Background: an optimization exercise with open tools, aiming at small area. Do not read the settings as production practice.
In this exercise RTL edits were held to simulation tests only and were not proved equivalent to the original.
The clock input has no modelled driver; a real chip could not lean on it and would need a root buffer or a full tree.
Power figures rest on the tool's default switching activity, not on a simulated workload.

rev 12:
## motor_drive_level_regulator
module motor_drive_level_regulator #(
  parameter int PWM_MID = 0,
  parameter int PWM_MAX = 1000
) (
  input  logic        clk,
  input  logic        rst_n,
  input  logic        in_tvalid,
  output logic        in_tready,
  input  logic [63:0] in_tdata,
  output logic        out_tvalid,
  input  logic        out_tready,
  output logic [23:0] out_tdata,
  input  logic        cfg_valid,
  output logic        cfg_ready,
  input  logic [2:0]  cfg_index,
  input  logic [13:0] cfg_data
);
export LEC_CHECK = 0
export ABC_AREA = 1
export CAP_MARGIN = 20
export CORE_MARGIN = 2
export CORE_UTILIZATION = 40
export SLEW_MARGIN = 20
create_clock -name core_clock -period 12.0 [get_ports {clk}]
standard.sh (not shown) runs the stock make flow with config.mk's settings and CLKGATE_MAP_FILE= SYNTH_SCRIPT=/design/flow/synth_recipe.tcl, a recipe that flattens the netlist after the stock synthesis.
==> flow/flow/run.sh <==
#!/bin/bash
# Own layout flow: the standard synthesis, then the combinational logic re-mapped with a
# stronger ABC area script (registers kept as they are), then the standard layout with
# the smallest buffer on the ports. Each tool's output goes to a log file of its own here.
set -euo pipefail
W=$PWD
R=$W/orfs/results/$FLOW_PLATFORM/motor_drive_level_regulator/base
YOSYS=$FLOW_HOME/../tools/install/yosys/bin/yosys
LIB=$FLOW_HOME/platforms/$FLOW_PLATFORM/lib/sky130_fd_sc_hd__tt_025C_1v80.lib

bash standard.sh synth > $W/flow_synth.log 2>&1
cp $R/1_2_yosys.v $W/std_netlist.v

sed -e "s#@LIB@#$LIB#g" -e "s#@IN@#$W/std_netlist.v#g" -e "s#@OUT@#$W/reabc_netlist.v#g" \
    -e "s#@ABC@#$W/flow/area.abc#g" -e "s#@STAT@#$W/reabc_stat.txt#g" \
    $W/flow/reabc.ys > $W/reabc_run.ys
$YOSYS -s $W/reabc_run.ys > $W/flow_reabc.log 2>&1

sed -e "s#@LIB@#$LIB#g" -e "s#@STD@#$W/std_netlist.v#g" -e "s#@NEW@#$W/reabc_netlist.v#g" \
    $W/flow/equiv.ys > $W/equiv_run.ys
# keep the standard netlist unless the re-mapped one is proven equal to it
if $YOSYS -s $W/equiv_run.ys > $W/flow_equiv.log 2>&1; then
  cp $W/reabc_netlist.v $R/1_2_yosys.v
else
  echo "re-mapped netlist not proven equal; keeping the standard one" >> $W/flow_equiv.log
fi
rm -f $R/1_synth.odb $R/1_synth.sdc
export BUFFER_PORTS_ARGS="-buffer_cell sky130_fd_sc_hd__buf_1"
# one tie cell for all the constant outputs
export SKIP_REPAIR_TIE_FANOUT=1
# hand-built clock tree, see flow/pre_cts.tcl
sed -e "s#@DIR@#$W/flow#g" $W/flow/pre_cts.tcl > $W/pre_cts_run.tcl
export PRE_CTS_TCL=$W/pre_cts_run.tcl
bash standard.sh > $W/flow_layout.log 2>&1
Other scripts of this flow, unchanged in this note and not shown: flow/flow/area.abc, flow/flow/equiv.ys, flow/flow/mktree.tcl, flow/flow/pre_cts.tcl, flow/flow/reabc.ys
> inputs changed (rev 12 -> rev 13)
--- a/flow/design.v
+++ b/flow/design.v
@@ -23,15 +23,15 @@
   output logic [23:0] out_tdata,
   input  logic        cfg_valid,
   output logic        cfg_ready,
   input  logic [2:0]  cfg_index,
   input  logic [13:0] cfg_data
 );
   logic [1:0]  mode_r;
-  logic [11:0] lim_n;
+  logic [11:0] lim_r;
   logic        bbc_r;
   logic        coast_r;
   logic        wen_r;
   logic [13:0] wspd_n;
   logic [12:0] wcur_n;
   logic [5:0]  wmax_n;
   logic        s1_valid_r;
@@ -74,26 +74,26 @@
     add10 = r[9:0];
   endfunction
   assign cfg_ready = 1'b1;
   logic [13:0] cfg_d;
   assign cfg_d = cfg_data & {14{rst_n}};
   always_ff @(posedge clk) begin
     if (!rst_n || (cfg_valid && cfg_index == 3'd0)) mode_r  <= cfg_d[1:0];
-    if (!rst_n || (cfg_valid && cfg_index == 3'd1)) lim_n   <= ~cfg_d[11:0];
+    if (!rst_n || (cfg_valid && cfg_index == 3'd1)) lim_r   <= cfg_d[11:0];
     if (!rst_n || (cfg_valid && cfg_index == 3'd2)) bbc_r   <= cfg_d[0];
     if (!rst_n || (cfg_valid && cfg_index == 3'd3)) coast_r <= cfg_d[0];
     if (!rst_n || (cfg_valid && cfg_index == 3'd4)) wen_r   <= cfg_d[0];
     if (!rst_n || (cfg_valid && cfg_index == 3'd5)) wspd_n  <= ~cfg_d[13:0];
     if (!rst_n || (cfg_valid && cfg_index == 3'd6)) wcur_n  <= ~cfg_d[12:0];
     if (!rst_n || (cfg_valid && cfg_index == 3'd7)) wmax_n  <= ~cfg_d[5:0];
   end
   assign s1_adv    = s1_valid_r && (!out_valid_r || out_tready);
   assign in_tready = !s1_valid_r || s1_adv;
   assign take      = in_tready && in_tvalid;
-  assign lim_on  = (lim_n != '1);
+  assign lim_on  = (lim_r != '0);
   assign abs_cfg = !lim_on && (mode_r != 2'd3);
   logic adv_pend;
   assign adv_pend = s1_valid_r && !abs_cfg;
   assign d = add10(drive_r, {{8{pend_r[1] & s1_valid_r}}, pend_r[1:0] & {2{s1_valid_r}}});
   logic [9:0] a10;
   assign a10 = add10({4'd0, adv_r}, {{8{pend_r[3] & adv_pend}}, pend_r[3:2] & {2{adv_pend}}});
   assign a = a10[5:0];
@@ -129,15 +129,15 @@
     cgn_neg = 1'b1;
     cgn_pos = 1'b0;
     for (int i = 0; i < 12; i++) begin
       cgn_pos = !cgn_neg && ((brk[i] && cur[i]) || ((brk[i] || cur[i]) && cgn_pos));
       cgn_neg = cgn_neg && !brk[i] && !cur[i];
     end
     cgn       = !cur_neg ? (cur_pos || brk_on) : cgn_pos;
-    x         = (mode_r == 2'd1) ? tgt : {2'b00, ~lim_n};
+    x         = (mode_r == 2'd1) ? tgt : {2'b00, lim_r};
     clt       = cur_neg || ult({2'b00, cur[11:0]}, x);
     cgt       = !cur_neg && ult(x, {2'b00, cur[11:0]});
     t_ge_s    = ugt(tgt, spd, brk_on);
     s_gt_t    = !t_ge_s;
     t_gt_s    = t_ge_s;
     dz   = (d == '0);
     dm   = (d[9:5] == 5'b11111) && (d[4] || d[3]);
Notes after the runs:
On peak fanout along the critical path: rev 13 sits below rev 12.
Delta (rev 13 minus rev 12): depth of the worst register-to-register path moved down; endpoint arrival time on the critical path moved down; post-detailed-routing wire length level.
Worst setup skew after layout in rev 13 vs rev 12: down 24 ps
[compare] base=rev 12 new=rev 13: sequential share of layout area lost 0.21 points, share of total power in combinational logic lower, number of placed cells counting well taps went down, pin count of the biggest net entering global routing shows a reduction of 5, die width saw little to no change.
Going from rev 12 to rev 13, starting DRC count in detailed routing grew by more than half.
Against rev 12, rev 13 comes in 11 lower on gate count of the mapped netlist.
primary input to flop as the kind of critical path was reported by rev 13, and flop to flop by rev 12.
No run of this note takes its clock network from TritonCTS; it comes from the design's own scripts or RTL.

==> re-timing with driven ports <==
No port has a modelled driver above. Below, the same layouts with a new extraction and two added sets of constraints. Step 1 sets driving cells, clkbuf_16 on the clock port and buf_2 on the other inputs (assumed; they add their load-dependent delay and slew). Step 2 times the ports against the registers' clock, not the clock port: input delays grow and output delays shrink by t, the midpoint of the rising clock arrivals with the driver on. Slacks: ideal / step 1 / step 2; pairs: ideal / step 1.
run	t (ns)	setup slack, ns	worst setup path after step 2	slew at the worst register clock pin (ns)	cell pins on the clock port's net
rev 12	0.450	5.078 / 5.078 / 4.919	input to register	0.12 / 0.12	1
rev 13	0.455	5.463 / 5.472 / 5.017	input to register	0.11 / 0.11	1
After both steps setup and hold are still met in every run listed. The setup slack of rev 13, which loses most, moves by +0.009 ns with the drivers and by -0.446 ns with both steps.
